Background: an optimization exercise with open tools, aiming at small area and a short achievable clock period. Do not read the settings as production practice. In this exercise RTL edits were held to simulation tests only and were not proved equivalent to the original. Power is estimated from default activity; no workload was simulated.

$ cat flow/run.sh
#!/bin/bash
# synth_recipe.tcl (not shown) runs the flow's synth.tcl, then flattens the netlist and writes it again
# the make line also repeats each setting of config.mk as NAME=value (left out here)
make -C /OpenROAD-flow-scripts/flow DESIGN_CONFIG=/design/flow/config.mk WORK_HOME=/design/flow/orfs CLKGATE_MAP_FILE= SYNTH_SCRIPT=/design/flow/synth_recipe.tcl finish
$ cat flow/config.mk
export PLATFORM = sky130hd
export DESIGN_NAME = regfile_sb
export DESIGN_NICKNAME = regfile_sb
export VERILOG_FILES = /design/flow/design.v
export SDC_FILE = /design/flow/constraint.sdc
export NUM_CORES = 4
export LEC_CHECK = 0
export CAP_MARGIN = 20
export CORE_MARGIN = 2
export CORE_UTILIZATION = 55
export CTS_BUF_LIST = sky130_fd_sc_hd__clkbuf_4
export CTS_CLUSTER_DIAMETER = 40
export CTS_CLUSTER_SIZE = 8
export SETUP_SLACK_MARGIN = 1.5
export SLEW_MARGIN = 20
export SYNTH_HIERARCHICAL = 1
export SYNTH_MINIMUM_KEEP_SIZE = 0
$ cat flow/constraint.sdc
create_clock -name core_clock -period 6.5 [get_ports {clk}]
set_input_delay 1.3000 -clock core_clock [delete_from_list [all_inputs] [get_ports {clk}]]
set_output_delay 1.3000 -clock core_clock [all_outputs]
set_load 0.01 [all_outputs]
$ cat flow/design.v
package regfile_pkg;
  localparam int unsigned XLEN_DEFAULT  = 32;
  localparam int unsigned NREGS_DEFAULT = 32;
  typedef logic [XLEN_DEFAULT-1:0]          reg_data_t;
  typedef logic [$clog2(NREGS_DEFAULT)-1:0] reg_addr_t;
  localparam int unsigned ZERO_REG = 0;
endpackage
import regfile_pkg::*;
module regfile_scoreboard
#(
  parameter int unsigned NREGS = NREGS_DEFAULT,
  parameter int unsigned AW    = $clog2(NREGS)
) (
  input  logic             clk_i,
  input  logic             reset_i,
  input  logic             issue_en_i,
  input  logic [AW-1:0]    issue_addr_i,
  input  logic             wrt_en_i,
  input  logic [AW-1:0]    wrt_addr_i,
  input  logic [NREGS-1:1] wrt_load_i,
  input  logic             flush_i,
  output logic [NREGS-1:0] pending_o,
  output logic             issue_ok_o,
  output logic             wb_unexp_o
);
  logic [NREGS-1:1] pending_q, iss_dec;
  logic             wb_unexp_q;
  logic             iss_set, keep, wrt_hit_ok, iss_byp;
  always_comb begin
    for (int i = 1; i < int'(NREGS); i++) iss_dec[i] = (issue_addr_i == AW'(i));
  end
  assign iss_set    = issue_en_i & ~reset_i;
  assign keep       = ~flush_i & ~reset_i;
  assign wrt_hit_ok = wrt_en_i & ~reset_i & (wrt_addr_i != AW'(ZERO_REG));
  assign iss_byp    = wrt_hit_ok & (wrt_addr_i == issue_addr_i);
  always_ff @(posedge clk_i) begin
    for (int i = 1; i < int'(NREGS); i++)
      pending_q[i] <= (iss_dec[i] & iss_set) | (pending_q[i] & keep & ~wrt_load_i[i]);
    wb_unexp_q <= wrt_hit_ok & ~|(wrt_load_i & pending_q);
  end
  assign issue_ok_o = iss_byp | ~|(iss_dec & pending_q);
  assign pending_o  = {pending_q, 1'b0};
  assign wb_unexp_o = wb_unexp_q;
endmodule
import regfile_pkg::*;
module regfile_sb
#(
  parameter int unsigned XLEN  = XLEN_DEFAULT,
  parameter int unsigned NREGS = NREGS_DEFAULT,
  parameter int unsigned AW    = $clog2(NREGS)
) (
  input  logic            clk,
  input  logic            reset,
  input  logic [AW-1:0]   rg_rd_addr1,
  input  logic [AW-1:0]   rg_rd_addr2,
  output logic [XLEN-1:0] rg_rd_data1,
  output logic [XLEN-1:0] rg_rd_data2,
  output logic            rg_rd_rdy1,
  output logic            rg_rd_rdy2,
  input  logic            issue_en,
  input  logic [AW-1:0]   issue_addr,
  output logic            issue_ok,
  input  logic            rg_wrt_en,
  input  logic [AW-1:0]   rg_wrt_addr,
  input  logic [XLEN-1:0] rg_wrt_data,
  input  logic            flush,
  output logic            wb_unexp
);
  logic [3:0]       rd1_lo, rd2_lo, wr_lo;
  logic [7:0]       rd1_hi, rd2_hi, wr_hi;
  logic             wr_ok;
  logic [NREGS-1:1] rd1_sel, rd2_sel, wr_dec_n, wr_en;
  logic             rd1_byp, rd2_byp;
  logic [NREGS-1:0] pending;
  logic [XLEN-1:0]  wrt_data_r;
  logic [NREGS-1:1][XLEN-1:0] mem_q;
  regfile_predec u_pd_rd1 (.addr_i(rg_rd_addr1), .lo_o(rd1_lo), .hi_o(rd1_hi));
  regfile_predec u_pd_rd2 (.addr_i(rg_rd_addr2), .lo_o(rd2_lo), .hi_o(rd2_hi));
  regfile_predec u_pd_wr (.addr_i(rg_wrt_addr), .lo_o(wr_lo), .hi_o(wr_hi));
  regfile_and2b u_wr_ok (.a_n_i(reset), .b_i(rg_wrt_en), .y_o(wr_ok));
  for (genvar i = 1; i < int'(NREGS); i++) begin : g_dec
    regfile_nand3 u_wdec (.a_i({wr_lo[i%4], wr_hi[i/4], wr_ok}), .y_o(wr_dec_n[i]));
    regfile_and3 u_sel1 (.a_i({rd1_lo[i%4], rd1_hi[i/4], wr_dec_n[i]}), .y_o(rd1_sel[i]));
    regfile_and3 u_sel2 (.a_i({rd2_lo[i%4], rd2_hi[i/4], wr_dec_n[i]}), .y_o(rd2_sel[i]));
    regfile_or2b u_wen (.a_i(reset), .b_n_i(wr_dec_n[i]), .y_o(wr_en[i]));
  end
  regfile_bypmatch u_byp1 (
    .rd_addr_i (rg_rd_addr1),
    .wr_addr_i (rg_wrt_addr),
    .wr_en_i   (rg_wrt_en),
    .reset_i   (reset),
    .byp_o     (rd1_byp)
  );
  regfile_bypmatch u_byp2 (
    .rd_addr_i (rg_rd_addr2),
    .wr_addr_i (rg_wrt_addr),
    .wr_en_i   (rg_wrt_en),
    .reset_i   (reset),
    .byp_o     (rd2_byp)
  );
  regfile_gate_data #(.XLEN(XLEN)) u_wdata (
    .data_i  (rg_wrt_data),
    .reset_i (reset),
    .data_o  (wrt_data_r)
  );
  always_ff @(posedge clk) begin
    for (int i = 1; i < int'(NREGS); i++)
      if (wr_en[i]) mem_q[i] <= wrt_data_r;
  end
  regfile_scoreboard #(
    .NREGS (NREGS),
    .AW    (AW)
  ) u_scoreboard (
    .clk_i        (clk),
    .reset_i      (reset),
    .issue_en_i   (issue_en),
    .issue_addr_i (issue_addr),
    .wrt_en_i     (rg_wrt_en),
    .wrt_addr_i   (rg_wrt_addr),
    .wrt_load_i   (wr_en),
    .flush_i      (flush),
    .pending_o    (pending),
    .issue_ok_o   (issue_ok),
    .wb_unexp_o   (wb_unexp)
  );
  logic [XLEN-1:0][NREGS-1:0] col;
  always_comb begin
    for (int b = 0; b < int'(XLEN); b++) begin
      col[b][0] = rg_wrt_data[b];
      for (int i = 1; i < int'(NREGS); i++) col[b][i] = mem_q[i][b];
    end
  end
  for (genvar b = 0; b < int'(XLEN); b++) begin : g_bit
    regfile_rdmux u_rd1 (
      .sel_i  ({rd1_sel, rd1_byp}),
      .data_i (col[b]),
      .y_o    (rg_rd_data1[b])
    );
    regfile_rdmux u_rd2 (
      .sel_i  ({rd2_sel, rd2_byp}),
      .data_i (col[b]),
      .y_o    (rg_rd_data2[b])
    );
  end
  regfile_rdmux #(.INV(1'b1)) u_rdy1 (
    .sel_i  ({rd1_sel, rd1_byp}),
    .data_i ({pending[NREGS-1:1], 1'b0}),
    .y_o    (rg_rd_rdy1)
  );
  regfile_rdmux #(.INV(1'b1)) u_rdy2 (
    .sel_i  ({rd2_sel, rd2_byp}),
    .data_i ({pending[NREGS-1:1], 1'b0}),
    .y_o    (rg_rd_rdy2)
  );
endmodule
module regfile_predec (
  input  logic [4:0] addr_i,
  output logic [3:0] lo_o,
  output logic [7:0] hi_o
);
  always_comb begin
    for (int k = 0; k < 4; k++) lo_o[k] = (addr_i[1:0] == 2'(k));
    for (int k = 0; k < 8; k++) hi_o[k] = (addr_i[4:2] == 3'(k));
  end
endmodule
module regfile_bypmatch (
  input  logic [4:0] rd_addr_i,
  input  logic [4:0] wr_addr_i,
  input  logic       wr_en_i,
  input  logic       reset_i,
  output logic       byp_o
);
  assign byp_o = wr_en_i & ~reset_i & (rd_addr_i == wr_addr_i) & (rd_addr_i != 5'd0);
endmodule
module regfile_gate_data #(
  parameter int unsigned XLEN = 32
) (
  input  logic [XLEN-1:0] data_i,
  input  logic            reset_i,
  output logic [XLEN-1:0] data_o
);
  assign data_o = data_i & {XLEN{~reset_i}};
endmodule
module regfile_rdmux #(
  parameter bit INV = 1'b0
) (
  input  logic [31:0] sel_i,
  input  logic [31:0] data_i,
  output logic        y_o
);
  logic [3:0] g;
  logic [1:0] h;
  for (genvar k = 0; k < 4; k++) begin : g_grp
    regfile_ao8 u_grp (.a_i(sel_i[8*k +: 8]), .b_i(data_i[8*k +: 8]), .y_o(g[k]));
  end
  regfile_nor2 u_nor0 (.a_i(g[1:0]), .y_o(h[0]));
  regfile_nor2 u_nor1 (.a_i(g[3:2]), .y_o(h[1]));
  if (INV) begin : g_inv
    regfile_and2  u_out (.a_i(h), .y_o(y_o));
  end else begin : g_pos
    regfile_nand2 u_out (.a_i(h), .y_o(y_o));
  end
endmodule
module regfile_ao8 (
  input  logic [7:0] a_i,
  input  logic [7:0] b_i,
  output logic       y_o
);
  assign y_o = |(a_i & b_i);
endmodule
module regfile_and3 (
  input  logic [2:0] a_i,
  output logic       y_o
);
  assign y_o = &a_i;
endmodule
module regfile_and2 (
  input  logic [1:0] a_i,
  output logic       y_o
);
  assign y_o = &a_i;
endmodule
module regfile_or2b (
  input  logic a_i,
  input  logic b_n_i,
  output logic y_o
);
  assign y_o = a_i | ~b_n_i;
endmodule
module regfile_nand4 (
  input  logic [3:0] a_i,
  output logic       y_o
);
  assign y_o = ~&a_i;
endmodule
module regfile_nor2 (
  input  logic [1:0] a_i,
  output logic       y_o
);
  assign y_o = ~|a_i;
endmodule
module regfile_nand3 (
  input  logic [2:0] a_i,
  output logic       y_o
);
  assign y_o = ~&a_i;
endmodule
module regfile_and2b (
  input  logic a_n_i,
  input  logic b_i,
  output logic y_o
);
  assign y_o = ~a_n_i & b_i;
endmodule
module regfile_nand2 (
  input  logic [1:0] a_i,
  output logic       y_o
);
  assign y_o = ~&a_i;
endmodule
==> results.toml, run 1 <==
[job]
drv_cap = 0

[cells_and_area]
design_area_um2 = 51900
nNetsFinal = 3583
area_growth_syn_to_layout_pct = 19.8
fillers = 5599
drive_above_1_share_pct = 22.0
final_util_pct = 66.8

[pwr]
seqPwrFrac_pct = 60.8
p_leak_nw = 17.1
power.total_mw = 13.4
combPwrFrac_pct = 10.7
ir_drop_mv = 0.184
p_sw_share_pct = 26.4
p_int_mw = 9.83
pwr_density_cell_nw_per_um2 = 257
power_frac_clock_pct = 28.5
switching_power_mw = 3.52

[worst_setup_path]
worstSetupStartpointType = "input port"
required_ns = 5.20
critical_path_arrival_ns = 3.84
worst-setup-path-type = "in -> out"
r2r_slack_ns = 4.94
crit_fanout = 14
cp-end-kind = "output port"

[run_status]
status = "no timing/DRC/antenna violations"

[global_route]
grt_pass1_wl_um = 240000
antenna_found_initial = 9
grt_max_degree = 35
overflow = 0
first_global_vias = 34800
grt_use_total_pct = 41.4

[synthesis]
synthCells = 2936
netlist_area_um2 = 43300
synth.avg_cell_area_um2 = 14.7
yosys_warnings = 9

[sta]
whs_ns = 0.578
post-route-period-util_pct = 79.0
grt_setup_unrepaired = "true"
drv_slew = 0
fin_crit_ns = 5.14
maxSlewHeadroom_pct = 43.5
fmax_ghz = 0.195
final-setup-viol-count = 0
hold_viol = 0
setup_tns_ns = 0
worst_pin_slew_ns = 0.845
skew_ns = 0.0741

[placement]
port_buffers = 124
dp_hpwl_um = 99900
gp_congestion = 0.963
placed_cell_area_um2 = 48000

[die]
die_w_um = 285
num_rows = 102
io_pins = 125
coreArea_um2 = 77700
start_util_pct = 55.7
dieArea_um2 = 81000
die_h_um = 285

[drt]
drc = 0
antenna_left = 0
post_drt_wl_per_cell_um = 36.8
dr.pass1.iters = 7
vias_per_cell = 7.65
totalWireLength_um = 171000
vias = 35400
drtIter0Drc = 6266

[clocking]
cts_sinks = 1024
cts_hold_buf = 0
cts-root-buf = "clkbuf_4"
cts_buffers = 156
h-tree-depth = 4
cts_buffer_depth = 3
cts_tree = "built"
insertion_delay_ns = 1.07
path_clk_slew_ns = 0.09

[hold_path]
hp-class = "reg -> reg"
worst max-delay path, stage by stage:
cell and delay [ns]:
buf_4 0.17, buf_4 0.14, and3b_2 0.23, nand3_1 0.16, and3_4 0.26, buf_12 0.18, buf_4 0.18, a22oi_1 0.19
nand4_1 0.19, nor2_4 0.26, nand2_1 0.08, clkdlybuf4s50_1 0.49
path summary, 6_finish.rpt:
check	from	end	cells past startpoint
min	u_scoreboard.pending_q[11]	u_scoreboard.pending_q[11]	2
max reg2reg	u_scoreboard.pending_q[4]	u_scoreboard.wb_unexp_q	4
max	rg_wrt_addr[3]	rg_rd_data1[25]	12
min reg2reg	u_scoreboard.pending_q[11]	u_scoreboard.pending_q[11]	2
layout by cell type (no fill, tap or decap), types with 35 or more instances in the layout:
master           count
edfxtp_1           992
buf_4              242
nor2_1              97
inv_1               35
dlygate4sd2_1       39
buf_12              48
nand4_1            267
a22oi_1           1030
clkbuf_4           185
nand2_1             76
and3_4              56
clkdlybuf4s50_1     49
per-layer routing:
metal / track usage (%) / wire length [um] / up-vias
met1: 54.9 / 60200 / 17300
li1: - / - / 14100
met3: 12.7 / 25400 / 688
met4: 21.8 / 9640 / 2
met2: 61.7 / 75400 / 3314
met5: 0 / 13 / -
what timing repair did:
action,in CTS,in global routing
setup buffers,46,24
gates resized for setup,351,92
gates cloned,13,2
setup endpoints to repair,67,52
hold endpoints to repair,0,0
pin swaps,69,70
area by class of cell:
cell class / count / area, um2 / share of cell area [%]
clock inverter: 38 / 348 / 0.670
clock buffer: 183 / 1370 / 2.65
sequential: 1024 / 30400 / 58.6
tap: 1040 / 1300 / 2.51
inverter: 35 / 131 / 0.253
antenna: 7 / 17.5 / 0.0338
timing repair buffer: 441 / 4470 / 8.62
multi-input combinational: 1868 / 13800 / 26.6
registers in the layout (all words and copies together) (netlist names):
| name | count |
|---|---|
| mem_q | 992 |
| u_scoreboard.pending_q | 31 |
| u_scoreboard.wb_unexp_q | 1 |
through the flow:
stage | worst slack (ns) | cells
global placement | 0.241 | 4322
detailed placement | 0.244 | 4323
CTS | 1.43 | 4603
floorplan | 2.23 | 2937
finish | 1.36 | 4636
global route | 1.31 | 4635
power groups by stage:
stage | clock (mW) | sequential [mW] | combinational, mW
6_report | 3.81 | 8.12 | 1.43
3_5_place_dp | 0 | 8.25 | 1.32
3_3_place_gp | 0 | 8.21 | 1.30
2_1_floorplan | 0 | 8.17 | 0.534
5_1_grt | 4.11 | 8.17 | 1.46
4_1_cts | 3.84 | 8.10 | 1.35
==> run 2, diff against run 1 <==
==> flow/flow/run.sh (new file) <==
#!/bin/bash
# Layout flow: the standard ORFS flow (standard.sh) from synthesis to the
# final layout, with one change: the port buffers that placement inserts on
# every input and output are buf_2 cells instead of the resizer's default pick
# (clkdlybuf4s50_1, a delay cell). The full make output goes to flow.log here;
# ORFS writes each step's log under orfs/logs.
set -euo pipefail
bash standard.sh "BUFFER_PORTS_ARGS=-buffer_cell sky130_fd_sc_hd__buf_2" finish > flow.log 2>&1
==> flow/standard.sh (new file) <==
#!/bin/bash
# synth_recipe.tcl (not shown) runs the flow's synth.tcl, then flattens the netlist and writes it again
# the make line also repeats each setting of config.mk as NAME=value (left out here)
make -C /OpenROAD-flow-scripts/flow DESIGN_CONFIG=/design/flow/config.mk WORK_HOME=/design/flow/orfs CLKGATE_MAP_FILE= SYNTH_SCRIPT=/design/flow/synth_recipe.tcl "${@:-finish}"
removed: flow/run.sh
==> results.toml, run 2 <==
[sta]
setup_tns_ns = 0
maxSlewHeadroom_pct = 27.2
post-route-period-util_pct = 78.5
drv_slew = 0
final-setup-viol-count = 0
fin_crit_ns = 5.11
whs_ns = 0.549
worst_pin_slew_ns = 1.09
skew_ns = 0.0289
hold_viol = 0
fmax_ghz = 0.196
grt_setup_unrepaired = "true"

[worst_setup_path]
cp_slowest_cell = "nor3b_4"
worst-r2r-cell-count = 4
cp-end-kind = "output port"
worst-setup-path-type = "in -> out"
crit_chain = "clkbuf_4, nor3b_4, nand3_2, and3_4, buf_4, a22oi_1, nand4_1, nor2_4, nand2_1, buf_2"
crit_start = "rg_wrt_addr[4]"
required_ns = 5.20
path_buf_inv = 3
crit_path_max_incr_delay_ns = 0.41
crit_fanout = 19
r2r_start = "u_scoreboard.pending_q[9]"
worstSetupStartpointType = "input port"
crit_cells = 10
cpLargestDelayFamily = "simple AND/OR/NAND/NOR gates"
critical_path_arrival_ns = 3.81

[clocking]
cts_buffers = 157
cts_tree = "built"
insertion_delay_ns = 1.03
path_clk_slew_ns = 0.09
cts_hold_buf = 0
cts_sinks = 1024
h-tree-depth = 4
cts-root-buf = "clkbuf_4"
cts_buffer_depth = 3

[synthesis]
netlist_area_um2 = 43300
yosys_warnings = 9
synthCells = 2936
synth.avg_cell_area_um2 = 14.7

[die]
coreArea_um2 = 77700
die_h_um = 285
start_util_pct = 55.7
io_pins = 125
die_w_um = 285
dieArea_um2 = 81000
num_rows = 102

[global_route]
grt_use_total_pct = 42.6
grt_util_met2_pct = 62.4
busiest_layer = "met2"
grt_pass1_wl_um = 243000
first_global_vias = 34100
grt_max_degree = 44
antenna_found_initial = 7
use_met3_pct = 15.4
grt_use_met1_pct = 54.6
overflow = 0

[pwr]
pwr_density_cell_nw_per_um2 = 271
power.total_mw = 13.2
p_leak_nw = 15.8
ir_drop_mv = 0.196

[drt]
dr.pass1.iters = 9
drtIter0Drc = 6260
post_drt_wl_per_cell_um = 39.4
vias = 35000
vias_per_cell = 7.85
totalWireLength_um = 176000
antenna_left = 0
drc = 0

[run_status]
status = "no timing/DRC/antenna violations"

[placement]
port_buffers = 124
placed_cell_area_um2 = 46400
gp_congestion = 0.940
place_inst = 4218
dp_hpwl_um = 105000

[cells_and_area]
largest_registers = "mem_q: 992 flops, u_scoreboard.pending_q: 31 flops, u_scoreboard.wb_unexp_q: 1 flops"
area_growth_syn_to_layout_pct = 12.7
largest_reg_flops = 992
final_common_cell = "a22oi_1"
nNetsFinal = 3412
drive_above_1_share_pct = 18.3
multiInputGateArea_um2 = 13300
fillers = 5896
finalNonFillerCells = 4457
seqCellArea_um2 = 30400
final_cell_mix = "a22oi_1 (1058), edfxtp_1 (992), nand4_1 (267), clkbuf_4 (180), buf_4 (128)"
design_area_um2 = 48800
top_register = "mem_q"

[hold_path]
worstHoldStart = "u_scoreboard.pending_q[10]"
whs_path_depth = 2
hp-class = "reg -> reg"

[job]
drv_cap = 0
run 2: worst paths after layout:
path | end | slack (ns)
worst min register to register | u_scoreboard.pending_q[10] | 0.55
worst max-delay path | rg_rd_data1[17] | 1.39
worst min-delay path | u_scoreboard.pending_q[10] | 0.55
worst max register to register | u_scoreboard.wb_unexp_q | 5.08
run 2: cell type report:
type	count	share of cell area, %
flip-flops and latches	1024	62.3
multi-input cells	1861	27.1
repair buffers	276	3.99
clock buffers	177	2.72
well taps	1040	2.67
clock inverters	42	0.856
inverters	35	0.269
diodes	2	0.0103
run 2: routing by layer:
metal  wire (um)  vias up
li1            -    13700
met1       61000    17100
met2       75900     3377
met3       27500      755
met4       11300        4
met5          35        -
run 2: stage by stage:
stage | setup slack, ns | utilization, %
finish | 1.39 | 62.8
global route | 1.45 | 62.8
CTS | 1.41 | 62.2
detailed placement | 0.899 | 59.7
global placement | 0.847 | 59.6
floorplan | 2.23 | -
run 2: power breakdown:
| group | total (mW) | switching, mW | leakage, nW | internal, mW |
|---|---|---|---|---|
| Sequential | 8.11 | 0.279 | 9.83 | 7.84 |
| Combinational | 1.24 | 0.926 | 4.97 | 0.317 |
| Clock | 3.87 | 2.27 | 1.00 | 1.60 |
run 2: repair_timing:
item	CTS	global route
cloned	1	0
buffers inserted	1	16
resized for setup	66	93
endpoints found under the setup margin	66	66
pin swaps	5	12
run 2: tightest hold or removal path, stage by stage, from the launching register on:
cell and delay (ns):
dfxtp_1 0.36, inv_1 0.07, o32ai_1 0.08
==> run 3, diff against run 2 <==
--- a/flow/config.mk
+++ b/flow/config.mk
@@ -8,5 +8,5 @@
 export CAP_MARGIN = 20
 export CORE_MARGIN = 2
-export CORE_UTILIZATION = 55
+export CORE_UTILIZATION = 65
 export CTS_BUF_LIST = sky130_fd_sc_hd__clkbuf_4
 export CTS_CLUSTER_DIAMETER = 40
==> results.toml, run 3 <==
[run_status]
status = "no timing/DRC/antenna violations"

[sta]
fmax_ghz = 0.199
whs_ns = 0.548
final-setup-viol-count = 0
maxSlewHeadroom_pct = 28.0
fin_crit_ns = 5.04
skew_ns = 0.0103
hold_viol = 0
post-route-period-util_pct = 77.5
setup_tns_ns = 0
setup_ws_ns = 1.46
worst_pin_slew_ns = 1.08
drv_slew = 0
grt_setup_unrepaired = "true"

[placement]
port_buffers = 124
dp_hpwl_um = 91800
preCtsSetupSlack_ns = 0.828
place_inst = 4022
placed_cell_area_um2 = 46000
gp_congestion = 0.986

[global_route]
grt_pass1_wl_um = 223000
antenna_found_initial = 5
grt_max_degree = 42
grt_use_total_pct = 45.9
overflow = 0
first_global_vias = 34200

[cells_and_area]
final_cell_mix = "a22oi_1 (1057), edfxtp_1 (992), nand4_1 (267), clkbuf_4 (178), buf_2 (119)"
top_register = "mem_q"
final_common_cell = "a22oi_1"
final_util_pct = 73.7
largest_registers = "mem_q: 992 flops, u_scoreboard.pending_q: 31 flops, u_scoreboard.wb_unexp_q: 1 flops"
seqCellArea_um2 = 30400
area_growth_syn_to_layout_pct = 12.0
largest_reg_flops = 992
design_area_um2 = 48500
fillers = 4246
drive_above_1_share_pct = 18.5
nNetsFinal = 3388
multiInputGateArea_um2 = 13400
finalNonFillerCells = 4249

[clocking]
cts-root-buf = "clkbuf_4"
path_clk_slew_ns = 0.07
h-tree-depth = 4
insertion_delay_ns = 1.02
cts_tree = "built"
cts_buffer_depth = 3
cts_sinks = 1024
cts_buffers = 153
cts_hold_buf = 0

[worst_setup_path]
required_ns = 5.20
crit_path_max_incr_delay_ns = 0.49
crit_cells = 10
cp_slowest_cell = "nor2_1"
cp-end-kind = "output port"
worstSetupStartpointType = "input port"
cpLargestDelayFamily = "simple AND/OR/NAND/NOR gates"
crit_fanout = 33
r2r_start = "u_scoreboard.pending_q[7]"
crit_start = "rg_wrt_addr[1]"
critical_path_arrival_ns = 3.74
r2r_slack_ns = 4.94
worst-r2r-cell-count = 4
cp-endpoint = "rg_rd_data2[10]"
worst-setup-path-type = "in -> out"
r2r_end = "u_scoreboard.wb_unexp_q"
crit_chain = "clkbuf_4, and2_2, nand3_1, and3_1, buf_4, a22oi_1, nand4_1, nor2_1, nand2_1, buf_2"
path_buf_inv = 3

[drt]
drtIter0Drc = 6934
dr.pass1.iters = 10
drc = 0
totalWireLength_um = 159000
antenna_left = 0
vias = 34800
post_drt_wl_per_cell_um = 37.4
vias_per_cell = 8.20

[pwr]
switching_power_mw = 3.36
pwr_density_cell_nw_per_um2 = 271
power_frac_clock_pct = 28.7
p_leak_nw = 15.7
seqPwrFrac_pct = 61.8
p_int_mw = 9.77
p_sw_share_pct = 25.6
power.total_mw = 13.1
ir_drop_mv = 0.236
combPwrFrac_pct = 9.5

[synthesis]
yosys_warnings = 9
synth.avg_cell_area_um2 = 14.7
synthCells = 2936
netlist_area_um2 = 43300

[die]
die_h_um = 262
start_util_pct = 65.7
dieArea_um2 = 68700
die_w_um = 262
io_pins = 125
num_rows = 94
coreArea_um2 = 65900

[job]
drv_cap = 0

[hold_path]
whs_path_depth = 2
hp-class = "reg -> reg"
[run 3: power groups by stage]
stage               sequential (mW)  combinational [mW]  clock [mW]
floorplan                      8.17               0.534           0
CTS                            8.10                1.14        3.77
detailed placement             8.25                1.11           0
global placement               8.21                1.09           0
global route                   8.17                1.27        4.03
finish                         8.12                1.24        3.77
[run 3: routing by layer]
metal  wire length (um)  global-route usage [%]  vias up
li1                   -                       -    13700
met1              51300                    59.1    16700
met2              69100                    67.1     3651
met3              28300                    17.9      810
met4               9920                    26.2        6
met5                292                       0        -
[run 3: repair_timing]
item / CTS / global route
setup buffers: 3 / 14
cloned: 1 / 0
pin swaps: 0 / 5
setup endpoints to repair: 66 / 66
gates resized for setup: 120 / 76
[run 3: worst reg2reg max path: stages (launching register included)]
cell and delay (ns):
dfxtp_1 0.44, a22o_1 0.28, a221oi_1 0.29, nand4_1 0.22
nor3_1 0.25
[run 3: how the worst min path moves through the flow]
stage | slack (ns) | startpoint | to
2_1_floorplan | 0.48 | u_scoreboard.pending_q[22] | u_scoreboard.pending_q[22]
3_3_place_gp | 0.51 | u_scoreboard.pending_q[11] | u_scoreboard.pending_q[11]
3_5_place_dp | 0.53 | u_scoreboard.pending_q[20] | u_scoreboard.pending_q[20]
4_1_cts | 0.54 | u_scoreboard.pending_q[20] | u_scoreboard.pending_q[20]
5_1_grt | 0.57 | u_scoreboard.pending_q[16] | u_scoreboard.pending_q[16]
6_report | 0.55 | u_scoreboard.pending_q[27] | u_scoreboard.pending_q[27]
[run 3: area by class of cell]
type                       count  share of cell area (%)
antenna                        4                  0.0206
clock buffer                 174                    2.69
clock inverter                31                   0.776
inverter                      35                   0.271
multi-input combinational   1861                    27.7
sequential                  1024                    62.7
tap                          864                    2.23
timing repair buffer         256                    3.63
==> run 4, diff against run 3 <==
--- a/flow/config.mk
+++ b/flow/config.mk
@@ -12,5 +12,5 @@
 export CTS_CLUSTER_DIAMETER = 40
 export CTS_CLUSTER_SIZE = 8
-export SETUP_SLACK_MARGIN = 1.5
+export SETUP_SLACK_MARGIN = 1.7
 export SLEW_MARGIN = 20
 export SYNTH_HIERARCHICAL = 1
==> results.toml, run 4 <==
[job]
drv_cap = 0

[global_route]
antenna_found_initial = 6
grt_max_degree = 42
first_global_vias = 34300
grt_use_total_pct = 46.1
grt_pass1_wl_um = 224000
overflow = 0

[clocking]
h-tree-depth = 4
cts_buffer_depth = 3
cts-root-buf = "clkbuf_4"
insertion_delay_ns = 1.02
cts_tree = "built"
path_clk_slew_ns = 0.07
cts_sinks = 1024
cts_buffers = 153
cts_hold_buf = 0

[run_status]
status = "no timing/DRC/antenna violations"

[cells_and_area]
drive_above_1_share_pct = 21.2
final_util_pct = 75.2
final_common_cell = "a22oi_1"
multiInputGateArea_um2 = 13900
design_area_um2 = 49600
nNetsFinal = 3442
fillers = 4138
largest_registers = "mem_q: 992 flops, u_scoreboard.pending_q: 31 flops, u_scoreboard.wb_unexp_q: 1 flops"
largest_reg_flops = 992
top_register = "mem_q"
seqCellArea_um2 = 30400
area_growth_syn_to_layout_pct = 14.5
final_cell_mix = "a22oi_1 (1033), edfxtp_1 (992), nand4_1 (267), clkbuf_4 (176), buf_4 (120)"

[hold_path]
holdPathEnd = "u_scoreboard.pending_q[27]"
whs_path_depth = 2
hp-class = "reg -> reg"
worstHoldStart = "u_scoreboard.pending_q[27]"

[worst_setup_path]
worst-setup-path-type = "in -> out"
required_ns = 5.20
worstSetupStartpointType = "input port"
critical_path_arrival_ns = 3.57
cp-end-kind = "output port"
r2r_slack_ns = 4.97
r2r_end = "u_scoreboard.wb_unexp_q"
r2r_start = "u_scoreboard.pending_q[7]"
worst-r2r-cell-count = 4
crit_fanout = 19

[die]
io_pins = 125
num_rows = 94
die_w_um = 262
die_h_um = 262
start_util_pct = 65.7
dieArea_um2 = 68700
coreArea_um2 = 65900

[drt]
totalWireLength_um = 163000
vias = 35400
drtIter0Drc = 7334
drc = 0
dr.pass1.iters = 8
vias_per_cell = 8.22
antenna_left = 0
post_drt_wl_per_cell_um = 37.8

[placement]
gp_congestion = 0.986
placed_cell_area_um2 = 46000
dp_hpwl_um = 91800
port_buffers = 124

[sta]
final-setup-viol-count = 0
skew_ns = 0.0264
drv_slew = 0
worst_pin_slew_ns = 1.09
hold_viol = 0
maxSlewHeadroom_pct = 27.4
post-route-period-util_pct = 74.9
setup_tns_ns = 0
fmax_ghz = 0.205
grt_setup_unrepaired = "true"
fin_crit_ns = 4.87

[synthesis]
synthCells = 2936
synth.avg_cell_area_um2 = 14.7
netlist_area_um2 = 43300
yosys_warnings = 9

[pwr]
p_leak_nw = 16.1
pwr_density_cell_nw_per_um2 = 266
power.total_mw = 13.2
ir_drop_mv = 0.236
## run 4: cell count changes in the layout (fill, tap and decap cells not counted), moves of 10 or more
cell	before	now
nand3_1	39	26
a22oi_2	1	25
nor2_4	34	53
nand3_2	0	10
nor2_2	27	14
buf_6	16	43
a22oi_1	1057	1033
## run 4: worst max-delay path, stage by stage
cell,delay [ns]
buf_2,0.15
nor2b_4,0.19
buf_12,0.18
nand3_1,0.20
and3_4,0.29
buf_4,0.27
a22oi_1,0.20
nand4_1,0.19
nor2_2,0.32
nand2_1,0.10
buf_2,0.16
## run 4: how the worst max path moves through the flow
stage	start	endpoint	depth (start not counted)	slack, ns
finish	rg_wrt_en	rg_rd_data2[22]	11	1.63
global route	rg_wrt_addr[1]	rg_rd_data1[4]	11	1.64
CTS	rg_wrt_addr[2]	rg_rd_data1[11]	10	1.70
detailed placement	rg_wrt_addr[1]	rg_rd_data1[9]	10	0.83
global placement	rg_wrt_addr[1]	rg_rd_data2[14]	10	0.87
floorplan	rg_wrt_en	rg_rd_rdy1	7	2.23
## run 4: layer usage
| layer | global-route usage (%) | up-vias | wire (um) |
|---|---|---|---|
| met5 | 0 | - | 27 |
| met4 | 27.2 | 4 | 10600 |
| met3 | 17.8 | 815 | 29600 |
| met2 | 67.4 | 3752 | 70400 |
| met1 | 58.9 | 17000 | 52100 |
| li1 | - | 13800 | - |
## run 4: stage by stage
step,std cells,worst slack (ns),hold slack [ns]
2_1_floorplan,2937,2.23,0.485
3_3_place_gp,4022,0.867,0.514
3_5_place_dp,4022,0.828,0.531
4_1_cts,4243,1.70,0.544
5_1_grt,4301,1.64,0.571
6_report,4303,1.63,0.553
## run 4: power by group
group	switching [mW]	internal, mW	leakage [nW]
registers	0.289	7.84	9.83
logic	0.947	0.352	5.30
clock network	2.16	1.61	0.981
## run 4: area by class of cell
class	instances	area share [%]
flip-flops and latches	1024	61.4
multi-input cells	1867	28.0
repair buffers	304	4.74
clock buffers	174	2.64
well taps	864	2.18
clock inverters	31	0.760
inverters	35	0.265
diodes	4	0.0202
## run 4: repair_timing
item,in CTS,in global routing
endpoints found under the setup margin,66,66
resized for setup,192,163
setup buffers,15,50
pin swaps,7,49
endpoints found under the hold margin,0,0
cloned,1,6
==> run 5, diff against run 4 <==
--- a/flow/config.mk
+++ b/flow/config.mk
@@ -8,5 +8,5 @@
 export CAP_MARGIN = 20
 export CORE_MARGIN = 2
-export CORE_UTILIZATION = 65
+export CORE_UTILIZATION = 55
 export CTS_BUF_LIST = sky130_fd_sc_hd__clkbuf_4
 export CTS_CLUSTER_DIAMETER = 40
==> results.toml, run 5 <==
[drt]
totalWireLength_um = 184000
antenna_left = 0
top_layer = "met5"
wl_met1_um = 61600
vias_per_cell = 7.86
vias = 35700
drtIter0Drc = 7012
drc = 0
wl_met3_um = 30100
post_drt_wl_per_cell_um = 40.4
dr.pass1.iters = 9
wl_met2_um = 78800

[cells_and_area]
final_cell_mix = "a22oi_1 (1028), edfxtp_1 (992), nand4_1 (267), clkbuf_4 (177), buf_4 (160)"
area_growth_syn_to_layout_pct = 16.1
finalNonFillerCells = 4543
top_register = "mem_q"
multiInputGateArea_um2 = 13700
seqCellArea_um2 = 30400
final_util_pct = 64.7
final_common_cell = "a22oi_1"
nNetsFinal = 3492
largest_registers = "mem_q: 992 flops, u_scoreboard.pending_q: 31 flops, u_scoreboard.wb_unexp_q: 1 flops"
largest_reg_flops = 992
drive_above_1_share_pct = 22.2
fillers = 5742

[job]
drv_cap = 0

[sta]
final-setup-viol-count = 0
grt_setup_unrepaired = "true"
post-route-period-util_pct = 75.6
drv_slew = 0
skew_ns = 0.0262
fmax_ghz = 0.204
setup_tns_ns = 0
hold_viol = 0
fin_crit_ns = 4.91
maxSlewHeadroom_pct = 30.1
setup_ws_ns = 1.59
worst_pin_slew_ns = 1.05

[clocking]
cts_tree = "built"
cts_buffers = 157
path_clk_slew_ns = 0.09
insertion_delay_ns = 1.05
cts_hold_buf = 0
cts_buffer_depth = 3
cts-root-buf = "clkbuf_4"
h-tree-depth = 4
cts_sinks = 1024

[worst_setup_path]
worstSetupStartpointType = "input port"
cp-end-kind = "output port"
worst-setup-path-type = "in -> out"
critical_path_arrival_ns = 3.61
required_ns = 5.20
crit_fanout = 19

[pwr]
p_sw_share_pct = 26.5
p_leak_nw = 16.4
switching_power_mw = 3.53
ir_drop_mv = 0.200
pwr_density_cell_nw_per_um2 = 265
power.total_mw = 13.3
seqPwrFrac_pct = 61.0
combPwrFrac_pct = 9.9
p_int_mw = 9.79
power_frac_clock_pct = 29.2

[global_route]
grt_use_total_pct = 43.2
overflow = 0
grt_pass1_wl_um = 246000
antenna_found_initial = 15
grt_max_degree = 44
first_global_vias = 34400

[die]
die_h_um = 285
coreArea_um2 = 77700
start_util_pct = 55.7
num_rows = 102
die_w_um = 285
dieArea_um2 = 81000
io_pins = 125

[synthesis]
synth.avg_cell_area_um2 = 14.7
synthCells = 2936
yosys_warnings = 9
netlist_area_um2 = 43300

[placement]
port_buffers = 124
preCtsSetupSlack_ns = 0.899
gp_congestion = 0.940
dp_hpwl_um = 105000
place_inst = 4218

[hold_path]
hp-class = "reg -> reg"

[run_status]
status = "no timing/DRC/antenna violations"
==> run 5: power by group through the flow <==
stage	Combinational, mW	Clock [mW]	Sequential [mW]
after global placement	1.13	0	8.22
after floorplan	0.534	0	8.17
final	1.31	3.88	8.12
after global routing	1.33	4.16	8.17
after detailed placement	1.15	0	8.25
after CTS	1.19	3.89	8.10
==> run 5: worst paths after layout <==
kind | startpoint | endpoint | slack (ns) | cells past startpoint
worst min-delay path | u_scoreboard.pending_q[10] | u_scoreboard.pending_q[10] | 0.55 | 2
worst max register to register | u_scoreboard.pending_q[9] | u_scoreboard.wb_unexp_q | 5.06 | 4
worst max-delay path | rg_wrt_addr[4] | rg_rd_data2[16] | 1.59 | 10
worst min register to register | u_scoreboard.pending_q[10] | u_scoreboard.pending_q[10] | 0.55 | 2
==> run 5: layout make-up <==
type	count	area share, %
antenna	8	0.0398
clock buffer	177	2.64
clock inverter	42	0.832
inverter	35	0.261
multi-input combinational	1867	27.2
sequential	1024	60.5
tap	1040	2.59
timing repair buffer	350	5.84
==> run 5: critical path: stages <==
cell and delay (ns):
buf_6 0.15, nor3b_4 0.41, nand3_2 0.18, and3_4 0.27
buf_8 0.19, a22oi_1 0.21, nand4_1 0.32, nor2_2 0.31
nand2_1 0.09, buf_2 0.15
==> run 5: routing by layer <==
| layer | GRT usage (%) | vias to the layer above |
|---|---|---|
| met5 | 0 | - |
| met4 | 26.4 | 8 |
| met3 | 16.1 | 836 |
| met2 | 63.5 | 3525 |
| met1 | 54.6 | 17400 |
| li1 | - | 13900 |
==> run 5: metrics by stage <==
step | hold WS (ns) | cell area (um2)
4_1_cts | 0.540 | 48900
2_1_floorplan | 0.485 | 43300
5_1_grt | 0.575 | 50200
6_report | 0.545 | 50300
3_3_place_gp | 0.504 | 46300
3_5_place_dp | 0.520 | 46400
==> run 5: repair_timing <==
item / 4_1_cts / 5_1_grt
setup endpoints to repair: 66 / 66
gates cloned: 5 / 11
gates resized for setup: 155 / 138
pin swaps: 21 / 68
buffers inserted: 17 / 65
==> run 6, diff against run 5 <==
--- a/flow/design.v
+++ b/flow/design.v
@@ -18,5 +18,5 @@
   input  logic             wrt_en_i,
   input  logic [AW-1:0]    wrt_addr_i,
-  input  logic [NREGS-1:1] wrt_load_i,
+  input  logic [NREGS-1:1] wrt_dec_n_i,
   input  logic             flush_i,
   output logic [NREGS-1:0] pending_o,
@@ -24,22 +24,72 @@
   output logic             wb_unexp_o
 );
-  logic [NREGS-1:1] pending_q, iss_dec;
-  logic             wb_unexp_q;
-  logic             iss_set, keep, wrt_hit_ok, iss_byp;
-  always_comb begin
-    for (int i = 1; i < int'(NREGS); i++) iss_dec[i] = (issue_addr_i == AW'(i));
-  end
-  assign iss_set    = issue_en_i & ~reset_i;
-  assign keep       = ~flush_i & ~reset_i;
-  assign wrt_hit_ok = wrt_en_i & ~reset_i & (wrt_addr_i != AW'(ZERO_REG));
-  assign iss_byp    = wrt_hit_ok & (wrt_addr_i == issue_addr_i);
+  logic [NREGS-1:1] pending_q, pending_d;
+  logic             wb_unexp_q, wb_unexp_d;
+  logic [3:0]       iss_lo, iss_lo_set;
+  logic [7:0]       iss_hi, grp;
+  logic             iss_set, keep, iss_byp, iss_pend;
+  regfile_predec u_pd_iss (.addr_i(issue_addr_i), .lo_o(iss_lo), .hi_o(iss_hi));
+  regfile_and2b u_iss_set (.a_n_i(reset_i), .b_i(issue_en_i), .y_o(iss_set));
+  regfile_nor2  u_keep (.a_i({flush_i, reset_i}), .y_o(keep));
+  for (genvar k = 0; k < 4; k++) begin : g_set
+    regfile_and2 u_and (.a_i({iss_lo[k], iss_set}), .y_o(iss_lo_set[k]));
+  end
+  for (genvar i = 1; i < int'(NREGS); i++) begin : g_next
+    regfile_ao32 u_next (
+      .a_i ({pending_q[i], keep, wrt_dec_n_i[i]}),
+      .b_i ({iss_lo_set[i%4], iss_hi[i/4]}),
+      .y_o (pending_d[i])
+    );
+  end
+  regfile_wb_unexp #(.N(NREGS-1)) u_wbu (
+    .dec_n_i  (wrt_dec_n_i),
+    .pend_i   (pending_q),
+    .unexp_o  (wb_unexp_d)
+  );
   always_ff @(posedge clk_i) begin
-    for (int i = 1; i < int'(NREGS); i++)
-      pending_q[i] <= (iss_dec[i] & iss_set) | (pending_q[i] & keep & ~wrt_load_i[i]);
-    wb_unexp_q <= wrt_hit_ok & ~|(wrt_load_i & pending_q);
-  end
-  assign issue_ok_o = iss_byp | ~|(iss_dec & pending_q);
+    pending_q  <= pending_d;
+    wb_unexp_q <= wb_unexp_d;
+  end
+  for (genvar h = 0; h < 8; h++) begin : g_grp
+    regfile_ao4 u_ao (
+      .a_i (iss_lo),
+      .b_i ((h == 0) ? {pending_q[3:1], 1'b0} : pending_q[4*h +: 4]),
+      .y_o (grp[h])
+    );
+  end
+  regfile_ao8 u_iss_pend (.a_i(iss_hi), .b_i(grp), .y_o(iss_pend));
+  regfile_bypmatch u_iss_byp (
+    .rd_addr_i (issue_addr_i),
+    .wr_addr_i (wrt_addr_i),
+    .wr_en_i   (wrt_en_i),
+    .reset_i   (reset_i),
+    .byp_o     (iss_byp)
+  );
+  regfile_or2b u_iss_ok (.a_i(iss_byp), .b_n_i(iss_pend), .y_o(issue_ok_o));
   assign pending_o  = {pending_q, 1'b0};
   assign wb_unexp_o = wb_unexp_q;
+endmodule
+module regfile_ao32 (
+  input  logic [2:0] a_i,
+  input  logic [1:0] b_i,
+  output logic       y_o
+);
+  assign y_o = &a_i | &b_i;
+endmodule
+module regfile_ao4 (
+  input  logic [3:0] a_i,
+  input  logic [3:0] b_i,
+  output logic       y_o
+);
+  assign y_o = |(a_i & b_i);
+endmodule
+module regfile_wb_unexp #(
+  parameter int unsigned N = 31
+) (
+  input  logic [N-1:0] dec_n_i,
+  input  logic [N-1:0] pend_i,
+  output logic         unexp_o
+);
+  assign unexp_o = |(~dec_n_i & ~pend_i);
 endmodule
 import regfile_pkg::*;
@@ -118,5 +168,5 @@
     .wrt_en_i     (rg_wrt_en),
     .wrt_addr_i   (rg_wrt_addr),
-    .wrt_load_i   (wr_en),
+    .wrt_dec_n_i  (wr_dec_n),
     .flush_i      (flush),
     .pending_o    (pending),
--- a/flow/config.mk
+++ b/flow/config.mk
@@ -12,5 +12,5 @@
 export CTS_CLUSTER_DIAMETER = 40
 export CTS_CLUSTER_SIZE = 8
-export SETUP_SLACK_MARGIN = 1.7
+export SETUP_SLACK_MARGIN = 1.5
 export SLEW_MARGIN = 20
 export SYNTH_HIERARCHICAL = 1
==> results.toml, run 6 <==
[run_status]
status = "no timing/DRC/antenna violations"

[cells_and_area]
design_area_um2 = 50400
seqCellArea_um2 = 30400
final_cell_mix = "a22oi_1 (1074), edfxtp_1 (992), nand4_1 (266), clkbuf_4 (181), buf_4 (158)"
largest_registers = "mem_q: 992 flops, u_scoreboard.pending_q: 31 flops, u_scoreboard.wb_unexp_q: 1 flops"
fillers = 5707
area_growth_syn_to_layout_pct = 16.9
largest_reg_flops = 992
multiInputGateArea_um2 = 14500
final_common_cell = "a22oi_1"
drive_above_1_share_pct = 24.6
top_register = "mem_q"
final_util_pct = 65.0
nNetsFinal = 3457

[sta]
post-route-period-util_pct = 78.4
skew_ns = 0.0117
maxSlewHeadroom_pct = 21.5
setup_ws_ns = 1.40
grt_setup_unrepaired = "true"
setup_tns_ns = 0
worst_pin_slew_ns = 1.18
fmax_ghz = 0.196
fin_crit_ns = 5.10
drv_slew = 0
final-setup-viol-count = 0
hold_viol = 0

[die]
start_util_pct = 55.6
die_w_um = 284
die_h_um = 284
coreArea_um2 = 77500
io_pins = 125
dieArea_um2 = 80600
num_rows = 102

[clocking]
path_clk_slew_ns = 0.08
h-tree-depth = 4
insertion_delay_ns = 1.05
cts_tree = "built"
cts_sinks = 1024
cts_buffers = 161
cts_buffer_depth = 3
cts-root-buf = "clkbuf_4"

[placement]
placed_cell_area_um2 = 46000
gp_congestion = 0.968
port_buffers = 124
dp_hpwl_um = 99900
preCtsSetupSlack_ns = 0.829

[drt]
totalWireLength_um = 193000
antenna_left = 0
vias = 36800
drc = 0
vias_per_cell = 8.15
post_drt_wl_per_cell_um = 42.8
dr.pass1.iters = 8
drtIter0Drc = 7133

[global_route]
antenna_found_initial = 8
grt_use_total_pct = 41.5
first_global_vias = 33200
grt_use_met1_pct = 53.3
grt_max_degree = 50
busiest_layer = "met2"
grt_util_met2_pct = 63.2
overflow = 0
use_met3_pct = 12.7
grt_pass1_wl_um = 237000

[synthesis]
synthCells = 2873
netlist_area_um2 = 43100
yosys_warnings = 9
synth.avg_cell_area_um2 = 15.0

[worst_setup_path]
cp_slowest_cell = "nor3_2"
crit_chain = "buf_2, nor3_2, and3_4, buf_6, a22oi_1, nand4_1, nor2_1, and2_1, buf_2"
crit_path_frequent_cell = "buf_2"
crit_path_max_incr_delay_ns = 0.77
cp-end-kind = "output port"
required_ns = 5.20
critical_path_arrival_ns = 3.80
worstSetupStartpointType = "input port"
crit_fanout = 10
worst-setup-path-type = "in -> out"

[pwr]
ir_drop_mv = 0.175
p_leak_nw = 16.4
power.total_mw = 13.5
pwr_density_cell_nw_per_um2 = 268

[job]
drv_cap = 0

[hold_path]
hp-class = "reg -> reg"
==> run 6: metrics by stage <==
stage          instances  hold WS (ns)
2_1_floorplan       2874         0.545
3_3_place_gp        4137         0.580
3_5_place_dp        4137         0.583
4_1_cts             4384         0.602
5_1_grt             4510         0.633
6_report            4514         0.607
==> run 6: layout make-up <==
cell class              instances  share of cell area, %
diodes                          9                 0.0447
clock buffers                 179                   2.67
clock inverters                49                  0.979
inverters                       6                 0.0447
multi-input cells            1904                   28.8
flip-flops and latches       1024                   60.4
well taps                    1040                   2.58
repair buffers                303                   4.44
==> run 6: timing repair <==
item	in CTS	in global routing
setup buffers	12	62
hold endpoints to repair	0	0
gates cloned	7	58
pin swaps	6	51
setup endpoints to repair	66	66
hold buffers	0	0
resized for setup	131	159
==> run 6: final timing paths <==
check | from | to | slack, ns | cells after the start
max | rg_rd_addr1[4] | rg_rd_rdy1 | 1.40 | 9
min | u_scoreboard.pending_q[10] | u_scoreboard.pending_q[10] | 0.61 | 1
max reg2reg | u_scoreboard.pending_q[5] | u_scoreboard.wb_unexp_q | 5.00 | 3
min reg2reg | u_scoreboard.pending_q[10] | u_scoreboard.pending_q[10] | 0.61 | 1
==> run 6: per-layer routing <==
metal / routed length (um) / part of all wire, %
met1: 61900 / 32
met3: 32300 / 17
met2: 82300 / 43
met5: 136 / 0.070
met4: 16400 / 8.5
==> run 6: critical path: cells and delay by family <==
kind | cells | cell delay (ns)
simple gates | 5 | 1.73
compound gates | 1 | 0.13
buf+inv | 3 | 0.63
==> run 6: power breakdown <==
| group | total (mW) | internal, mW | switching [mW] |
|---|---|---|---|
| Clock | 4.01 | 1.67 | 2.33 |
| Combinational | 1.39 | 0.355 | 1.04 |
| Sequential | 8.11 | 7.84 | 0.279 |
==> run 7, diff against run 6 <==
--- a/flow/design.v
+++ b/flow/design.v
@@ -127,5 +127,15 @@
   regfile_predec u_pd_rd1 (.addr_i(rg_rd_addr1), .lo_o(rd1_lo), .hi_o(rd1_hi));
   regfile_predec u_pd_rd2 (.addr_i(rg_rd_addr2), .lo_o(rd2_lo), .hi_o(rd2_hi));
-  regfile_predec u_pd_wr (.addr_i(rg_wrt_addr), .lo_o(wr_lo), .hi_o(wr_hi));
+  logic [4:0] wr_a_n;
+  regfile_inv5 u_inv_wr (.a_i(rg_wrt_addr), .y_o(wr_a_n));
+  for (genvar k = 0; k < 4; k++) begin : g_wr_lo
+    regfile_nor2 u_lo (.a_i({k[1] ? wr_a_n[1] : rg_wrt_addr[1],
+                             k[0] ? wr_a_n[0] : rg_wrt_addr[0]}), .y_o(wr_lo[k]));
+  end
+  for (genvar m = 0; m < 8; m++) begin : g_wr_hi
+    regfile_and3 u_hi (.a_i({m[2] ? rg_wrt_addr[4] : wr_a_n[4],
+                             m[1] ? rg_wrt_addr[3] : wr_a_n[3],
+                             m[0] ? rg_wrt_addr[2] : wr_a_n[2]}), .y_o(wr_hi[m]));
+  end
   regfile_and2b u_wr_ok (.a_n_i(reset), .b_i(rg_wrt_en), .y_o(wr_ok));
   for (genvar i = 1; i < int'(NREGS); i++) begin : g_dec
@@ -259,4 +269,10 @@
   assign y_o = |(a_i & b_i);
 endmodule
+module regfile_inv5 (
+  input  logic [4:0] a_i,
+  output logic [4:0] y_o
+);
+  assign y_o = ~a_i;
+endmodule
 module regfile_and3 (
   input  logic [2:0] a_i,
--- a/flow/config.mk
+++ b/flow/config.mk
@@ -8,5 +8,5 @@
 export CAP_MARGIN = 20
 export CORE_MARGIN = 2
-export CORE_UTILIZATION = 55
+export CORE_UTILIZATION = 65
 export CTS_BUF_LIST = sky130_fd_sc_hd__clkbuf_4
 export CTS_CLUSTER_DIAMETER = 40
==> results.toml, run 7 <==
[clocking]
cts_buffer_depth = 3
cts-root-buf = "clkbuf_4"
h-tree-depth = 4
cts_buffers = 155
cts_tree = "built"
cts_sinks = 1024
insertion_delay_ns = 1.05
path_clk_slew_ns = 0.08

[sta]
fmax_ghz = 0.194
post-route-period-util_pct = 79.3
skew_ns = 0.0610
fin_crit_ns = 5.15
whs_ns = 0.625
final-setup-viol-count = 0
worst_pin_slew_ns = 1.22
drv_slew = 0
grt_setup_unrepaired = "true"
maxSlewHeadroom_pct = 19.0
hold_viol = 0
setup_tns_ns = 0

[global_route]
antenna_found_initial = 8
grt_max_degree = 69
grt_use_total_pct = 47.3
first_global_vias = 34200
overflow = 0
grt_pass1_wl_um = 228000

[die]
die_h_um = 261
die_w_um = 261
coreArea_um2 = 65600
dieArea_um2 = 68300
num_rows = 94
start_util_pct = 65.6
io_pins = 125

[cells_and_area]
drive_above_1_share_pct = 20.7
largest_reg_flops = 992
final_cell_mix = "a22oi_1 (1068), edfxtp_1 (992), nand4_1 (266), clkbuf_4 (174), buf_4 (127)"
largest_registers = "mem_q: 992 flops, u_scoreboard.pending_q: 31 flops, u_scoreboard.wb_unexp_q: 1 flops"
area_growth_syn_to_layout_pct = 13.1
final_common_cell = "a22oi_1"
top_register = "mem_q"
nNetsFinal = 3375

[worst_setup_path]
worstSetupStartpointType = "input port"
critical_path_arrival_ns = 3.85
crit_start = "rg_rd_addr1[1]"
r2r_end = "u_scoreboard.wb_unexp_q"
required_ns = 5.20
worst-setup-path-type = "in -> out"
cp-endpoint = "rg_rd_data1[14]"
r2r_slack_ns = 5.08
crit_fanout = 33
crit_path_frequent_cell = "buf_2"
cp-end-kind = "output port"
crit_chain = "buf_2, nor2_1, and3_1, buf_4, a22oi_1, nand4_1, nor2_4, nand2_1, buf_2"
worst-r2r-cell-count = 4
cp_slowest_cell = "nor2_1"
r2r_start = "u_scoreboard.pending_q[22]"
crit_path_max_incr_delay_ns = 0.84

[job]
drv_cap = 0

[drt]
drtIter0Drc = 7500
vias_per_cell = 8.32
antenna_left = 0
vias = 35200
totalWireLength_um = 164000
dr.pass1.iters = 10
post_drt_wl_per_cell_um = 38.7
drc = 0

[pwr]
p_leak_nw = 16.0
pwr_density_cell_nw_per_um2 = 268
ir_drop_mv = 0.262

[placement]
dp_hpwl_um = 96000
gp_congestion = 0.976
port_buffers = 124

[synthesis]
synth.avg_cell_area_um2 = 15.0
netlist_area_um2 = 43100
synthCells = 2878
yosys_warnings = 9

[hold_path]
hp-class = "reg -> reg"

[run_status]
status = "no timing/DRC/antenna violations"
==> run 7: power by group <==
group	leakage [nW]	total [mW]	internal, mW	switching, mW
clock	0.928	3.66	1.48	2.18
sequential	9.83	8.12	7.84	0.286
combinational	5.20	1.28	0.333	0.946
==> run 7: area by class of cell <==
cell class | instances | area [um2]
sequential | 1024 | 30400
fill | 4143 | 16900
multi-input combinational | 1846 | 13600
timing repair buffer | 280 | 1960
clock buffer | 173 | 1300
tap | 864 | 1080
clock inverter | 27 | 289
inverter | 11 | 41.3
antenna | 3 | 7.51
==> run 7: per-layer routing <==
metal | GRT usage, % | part of all wire (%) | vias to the layer above
met4 | 25.5 | 6.5 | 10
met5 | 0 | 0.12 | -
li1 | - | - | 13600
met1 | 61.0 | 32 | 16800
met3 | 19.2 | 18 | 868
met2 | 69.1 | 44 | 3884
==> run 7: repair_timing <==
item,CTS,global route
gates resized for setup,146,92
gates cloned,0,5
endpoints found under the setup margin,66,66
buffers inserted,3,17
hold buffers,0,0
pin swaps,8,37
==> run 7: stage by stage <==
stage	worst slack (ns)	utilization, %	cell area (um2)	total power, mW	std cells
after global routing	1.43	74.2	48700	13.4	4227
after detailed placement	0.771	70.0	46000	9.38	3999
final	1.35	74.2	48700	13.1	4228
after CTS	1.47	73.2	48100	12.9	4202
after global placement	0.830	69.9	45900	9.31	3998
after floorplan	2.13	-	43100	8.70	2879
==> run 7: critical path: cells and delay by family <==
kind | cells | cell delay [ns]
AOI/OAI and AO/OA | 1 | 0.18
buffers and inverters | 3 | 0.78
and+or+nand+nor | 5 | 1.56
==> run 7: worst min path at each step <==
| stage | startpoint | endpoint | slack, ns | cells past startpoint |
|---|---|---|---|---|
| after CTS | u_scoreboard.pending_q[24] | u_scoreboard.pending_q[24] | 0.62 | 1 |
| final | u_scoreboard.pending_q[20] | u_scoreboard.pending_q[20] | 0.62 | 1 |
| after floorplan | u_scoreboard.pending_q[26] | u_scoreboard.pending_q[26] | 0.55 | 1 |
| after detailed placement | u_scoreboard.pending_q[24] | u_scoreboard.pending_q[24] | 0.60 | 1 |
| after global routing | u_scoreboard.pending_q[24] | u_scoreboard.pending_q[24] | 0.65 | 1 |
| after global placement | u_scoreboard.pending_q[24] | u_scoreboard.pending_q[24] | 0.58 | 1 |
==> run 8, diff against run 7 <==
--- a/flow/config.mk
+++ b/flow/config.mk
@@ -12,5 +12,5 @@
 export CTS_CLUSTER_DIAMETER = 40
 export CTS_CLUSTER_SIZE = 8
-export SETUP_SLACK_MARGIN = 1.5
+export SETUP_SLACK_MARGIN = 1.7
 export SLEW_MARGIN = 20
 export SYNTH_HIERARCHICAL = 1
==> results.toml, run 8 <==
[cells_and_area]
top_register = "mem_q"
seqCellArea_um2 = 30400
largest_reg_flops = 992
drive_above_1_share_pct = 26.5
final_common_cell = "a22oi_1"
multiInputGateArea_um2 = 14500
nNetsFinal = 3452
final_cell_mix = "a22oi_1 (995), edfxtp_1 (992), nand4_1 (266), clkbuf_4 (177), buf_4 (149)"
finalNonFillerCells = 4308
area_growth_syn_to_layout_pct = 17.6
fillers = 3872
design_area_um2 = 50700
largest_registers = "mem_q: 992 flops, u_scoreboard.pending_q: 31 flops, u_scoreboard.wb_unexp_q: 1 flops"

[synthesis]
synthCells = 2878
netlist_area_um2 = 43100
yosys_warnings = 9
synth.avg_cell_area_um2 = 15.0

[die]
num_rows = 94
io_pins = 125
start_util_pct = 65.6
dieArea_um2 = 68300
coreArea_um2 = 65600
die_w_um = 261
die_h_um = 261

[global_route]
grt_use_total_pct = 47.7
antenna_found_initial = 7
grt_pass1_wl_um = 231000
first_global_vias = 34600
grt_max_degree = 69
overflow = 0

[drt]
post_drt_wl_per_cell_um = 38.9
antenna_left = 0
drtIter0Drc = 7651
drc = 0
dr.pass1.iters = 12
vias_per_cell = 8.38
vias = 36100
totalWireLength_um = 168000

[clocking]
cts_tree = "built"
insertion_delay_ns = 1.07
cts-root-buf = "clkbuf_4"
cts_hold_buf = 0
path_clk_slew_ns = 0.08
cts_sinks = 1024
cts_buffer_depth = 3
cts_buffers = 155
h-tree-depth = 4

[job]
drv_cap = 0

[placement]
placed_cell_area_um2 = 46000
place_inst = 3999
dp_hpwl_um = 96000
gp_congestion = 0.976
port_buffers = 124

[hold_path]
whs_path_depth = 1
hp-class = "reg -> reg"

[worst_setup_path]
worstSetupStartpointType = "input port"
worst-setup-path-type = "in -> out"
required_ns = 5.20
cp-end-kind = "output port"
critical_path_arrival_ns = 3.62
worst-r2r-cell-count = 4
crit_fanout = 19

[sta]
hold_viol = 0
fmax_ghz = 0.203
fin_crit_ns = 4.92
skew_ns = 0.0626
post-route-period-util_pct = 75.7
final-setup-viol-count = 0
grt_setup_unrepaired = "true"
setup_tns_ns = 0
maxSlewHeadroom_pct = 18.5
drv_slew = 0
worst_pin_slew_ns = 1.22

[run_status]
status = "no timing/DRC/antenna violations"

[pwr]
pwr_density_cell_nw_per_um2 = 260
ir_drop_mv = 0.261
p_leak_nw = 16.5
-- run 8: path summary, 6_finish.rpt --
check	startpoint	end	slack [ns]
worst min-delay path	u_scoreboard.pending_q[25]	u_scoreboard.pending_q[25]	0.63
worst max-delay path	rg_rd_addr2[0]	rg_rd_data2[17]	1.58
worst max register to register	u_scoreboard.pending_q[22]	u_scoreboard.wb_unexp_q	5.08
worst min register to register	u_scoreboard.pending_q[25]	u_scoreboard.pending_q[25]	0.63
-- run 8: repair_timing --
item | in CTS | in global routing
resized for setup | 251 | 284
cloned | 2 | 10
buffers inserted | 17 | 73
pin swaps | 38 | 103
setup endpoints to repair | 66 | 66
-- run 8: final cells by class --
cell class	count	share of cell area, %
clock inverters	27	0.571
multi-input cells	1850	28.6
inverters	11	0.0815
flip-flops and latches	1024	60.1
repair buffers	353	5.92
clock buffers	173	2.56
diodes	6	0.0296
well taps	864	2.13
-- run 8: worst max-delay path: stages --
cell and delay [ns]:
buf_2 0.18, and2_1 0.66, and3_4 0.34, buf_4 0.39, a22oi_1 0.12, nand4_1 0.26, nor2_4 0.11, nand2_1 0.09
buf_2 0.14
-- run 8: stage by stage --
step                setup WS, ns  total power [mW]  hold slack, ns  utilization [%]
detailed placement         0.771              9.38           0.598             70.0
global placement           0.830              9.31           0.585             69.9
floorplan                   2.13              8.70           0.545                -
CTS                         1.65              12.9           0.618             74.1
global route                1.54              13.5           0.648             77.2
finish                      1.58              13.2           0.632             77.2
-- run 8: power by group --
group	switching, mW	leakage, nW	internal [mW]
Clock	2.20	0.928	1.48
Combinational	0.988	5.75	0.381
Sequential	0.301	9.83	7.84
-- run 8: routing by layer --
layer	vias up	part of all wire (%)	GRT usage (%)	wire [um]
met4	10	7.2	27.4	12100
met3	1009	18	20.4	30700
met2	3999	43	69.1	72900
met5	-	0.13	1.53	216
met1	17300	31	60.5	51800
li1	13800	-	-	-
==> run 9, diff against run 8 <==
--- a/flow/design.v
+++ b/flow/design.v
@@ -125,6 +125,21 @@
   logic [XLEN-1:0]  wrt_data_r;
   logic [NREGS-1:1][XLEN-1:0] mem_q;
-  regfile_predec u_pd_rd1 (.addr_i(rg_rd_addr1), .lo_o(rd1_lo), .hi_o(rd1_hi));
-  regfile_predec u_pd_rd2 (.addr_i(rg_rd_addr2), .lo_o(rd2_lo), .hi_o(rd2_hi));
+  logic [4:0] rd1_a_n, rd2_a_n;
+  regfile_inv5 u_inv_rd1 (.a_i(rg_rd_addr1), .y_o(rd1_a_n));
+  regfile_inv5 u_inv_rd2 (.a_i(rg_rd_addr2), .y_o(rd2_a_n));
+  for (genvar k = 0; k < 4; k++) begin : g_rd_lo
+    regfile_nor2 u_lo1 (.a_i({k[1] ? rd1_a_n[1] : rg_rd_addr1[1],
+                              k[0] ? rd1_a_n[0] : rg_rd_addr1[0]}), .y_o(rd1_lo[k]));
+    regfile_nor2 u_lo2 (.a_i({k[1] ? rd2_a_n[1] : rg_rd_addr2[1],
+                              k[0] ? rd2_a_n[0] : rg_rd_addr2[0]}), .y_o(rd2_lo[k]));
+  end
+  for (genvar m = 0; m < 8; m++) begin : g_rd_hi
+    regfile_and3 u_hi1 (.a_i({m[2] ? rg_rd_addr1[4] : rd1_a_n[4],
+                              m[1] ? rg_rd_addr1[3] : rd1_a_n[3],
+                              m[0] ? rg_rd_addr1[2] : rd1_a_n[2]}), .y_o(rd1_hi[m]));
+    regfile_and3 u_hi2 (.a_i({m[2] ? rg_rd_addr2[4] : rd2_a_n[4],
+                              m[1] ? rg_rd_addr2[3] : rd2_a_n[3],
+                              m[0] ? rg_rd_addr2[2] : rd2_a_n[2]}), .y_o(rd2_hi[m]));
+  end
   logic [4:0] wr_a_n;
   regfile_inv5 u_inv_wr (.a_i(rg_wrt_addr), .y_o(wr_a_n));
--- a/flow/config.mk
+++ b/flow/config.mk
@@ -8,9 +8,9 @@
 export CAP_MARGIN = 20
 export CORE_MARGIN = 2
-export CORE_UTILIZATION = 65
+export CORE_UTILIZATION = 55
 export CTS_BUF_LIST = sky130_fd_sc_hd__clkbuf_4
 export CTS_CLUSTER_DIAMETER = 40
 export CTS_CLUSTER_SIZE = 8
-export SETUP_SLACK_MARGIN = 1.7
+export SETUP_SLACK_MARGIN = 1.5
 export SLEW_MARGIN = 20
 export SYNTH_HIERARCHICAL = 1
==> results.toml, run 9 <==
[sta]
worst_pin_slew_ns = 1.03
maxSlewHeadroom_pct = 31.4
grt_setup_unrepaired = "true"
setup_tns_ns = 0
fmax_ghz = 0.198
final-setup-viol-count = 0
hold_viol = 0
fin_crit_ns = 5.05
post-route-period-util_pct = 77.7
skew_ns = 0.0409
drv_slew = 0

[clocking]
cts_tree = "built"
h-tree-depth = 4
cts-root-buf = "clkbuf_4"
cts_hold_buf = 0
insertion_delay_ns = 1.09
path_clk_slew_ns = 0.08
cts_buffers = 164
cts_sinks = 1024
cts_buffer_depth = 3

[pwr]
switching_power_mw = 3.59
p_int_mw = 9.85
p_sw_share_pct = 26.7
power_frac_clock_pct = 29.8
seqPwrFrac_pct = 60.4
combPwrFrac_pct = 9.8
ir_drop_mv = 0.160
p_leak_nw = 16.3
pwr_density_cell_nw_per_um2 = 270

[worst_setup_path]
cp-end-kind = "output port"
critical_path_arrival_ns = 3.75
worstSetupStartpointType = "input port"
required_ns = 5.20
crit_fanout = 23
worst-setup-path-type = "in -> out"

[drt]
drc = 0
vias_per_cell = 7.80
drtIter0Drc = 6620
vias = 35100
post_drt_wl_per_cell_um = 39.2
dr.pass1.iters = 10
antenna_left = 0
totalWireLength_um = 176000

[cells_and_area]
multiInputGateArea_um2 = 13900
seqCellArea_um2 = 30400
final_common_cell = "a22oi_1"
area_growth_syn_to_layout_pct = 15.7
nNetsFinal = 3428
fillers = 5810
top_register = "mem_q"
final_cell_mix = "a22oi_1 (1072), edfxtp_1 (992), nand4_1 (266), clkbuf_4 (195), buf_4 (139)"
largest_registers = "mem_q: 992 flops, u_scoreboard.pending_q: 31 flops, u_scoreboard.wb_unexp_q: 1 flops"
final_util_pct = 64.3
largest_reg_flops = 992
drive_above_1_share_pct = 22.8

[placement]
dp_hpwl_um = 97800
gp_congestion = 0.999
port_buffers = 124

[global_route]
first_global_vias = 34100
grt_use_total_pct = 41.1
antenna_found_initial = 10
grt_pass1_wl_um = 236000
grt_max_degree = 50
overflow = 0

[synthesis]
netlist_area_um2 = 43100
synth.avg_cell_area_um2 = 14.9
synthCells = 2888
yosys_warnings = 9

[die]
num_rows = 102
dieArea_um2 = 80500
io_pins = 125
die_h_um = 284
die_w_um = 284
start_util_pct = 55.6
coreArea_um2 = 77500

[run_status]
status = "no timing/DRC/antenna violations"

[hold_path]
hp-class = "reg -> reg"

[job]
drv_cap = 0
[run 9: cell type report]
type / count / share of cell area, %
antenna: 5 / 0.0251
multi-input combinational: 1864 / 27.9
inverter: 21 / 0.158
sequential: 1024 / 61.1
clock inverter: 59 / 0.949
clock buffer: 194 / 2.92
timing repair buffer: 296 / 4.32
tap: 1040 / 2.61
[run 9: stage by stage]
stage	cells	setup slack [ns]	hold WS [ns]	power, mW	instance area, um2
after CTS	4460	1.43	0.607	13.3	48900
after detailed placement	4187	0.665	0.589	9.40	46300
after global placement	4186	0.616	0.578	9.35	46200
after floorplan	2889	2.13	0.545	8.70	43100
final	4503	1.45	0.619	13.4	49800
after global routing	4500	1.47	0.634	13.8	49800
[run 9: power by group through the flow]
| stage | sequential (mW) | combinational [mW] | clock (mW) |
|---|---|---|---|
| final | 8.12 | 1.31 | 4.00 |
| after global routing | 8.17 | 1.33 | 4.29 |
| after CTS | 8.10 | 1.20 | 4.01 |
| after detailed placement | 8.25 | 1.14 | 0 |
| after global placement | 8.22 | 1.13 | 0 |
| after floorplan | 8.17 | 0.524 | 0 |
[run 9: per-layer routing]
layer  GRT usage, %  share of wire [%]  vias up  wire [um]
li1               -                  -    13800          -
met1           54.6                 34    17200      59800
met2           61.0                 44     3398      77300
met3           12.7                 16      755      28000
met4           22.2                6.5        6      11400
met5              0              0.022        -         38
[run 9: worst paths after layout]
check / depth (start not counted) / end / slack, ns / startpoint
max: 10 / rg_rd_data2[31] / 1.45 / rg_wrt_addr[3]
min: 1 / u_scoreboard.pending_q[25] / 0.62 / u_scoreboard.pending_q[25]
max reg2reg: 4 / u_scoreboard.wb_unexp_q / 5.08 / u_scoreboard.pending_q[1]
min reg2reg: 1 / u_scoreboard.pending_q[25] / 0.62 / u_scoreboard.pending_q[25]
[run 9: critical path: stages]
cell     delay (ns)
buf_2          0.18
inv_1          0.12
and3_2         0.33
nand3_2        0.29
and3_4         0.43
a22oi_1        0.24
nand4_1        0.12
nor2_1         0.28
nand2_1        0.22
buf_2          0.19
[run 9: what timing repair did]
item	4_1_cts	5_1_grt
gates resized for setup	159	130
gates cloned	6	17
endpoints found under the setup margin	66	66
pin swaps	12	24
buffers inserted	14	21

Setup slack of run 9, layout unchanged: 1.448 ns with ideal ports, 1.424 ns with driving cells assumed (clock clkbuf_16, inputs buf_2), 1.424 ns with port delays also shifted by the 1.136 ns mid clock arrival.
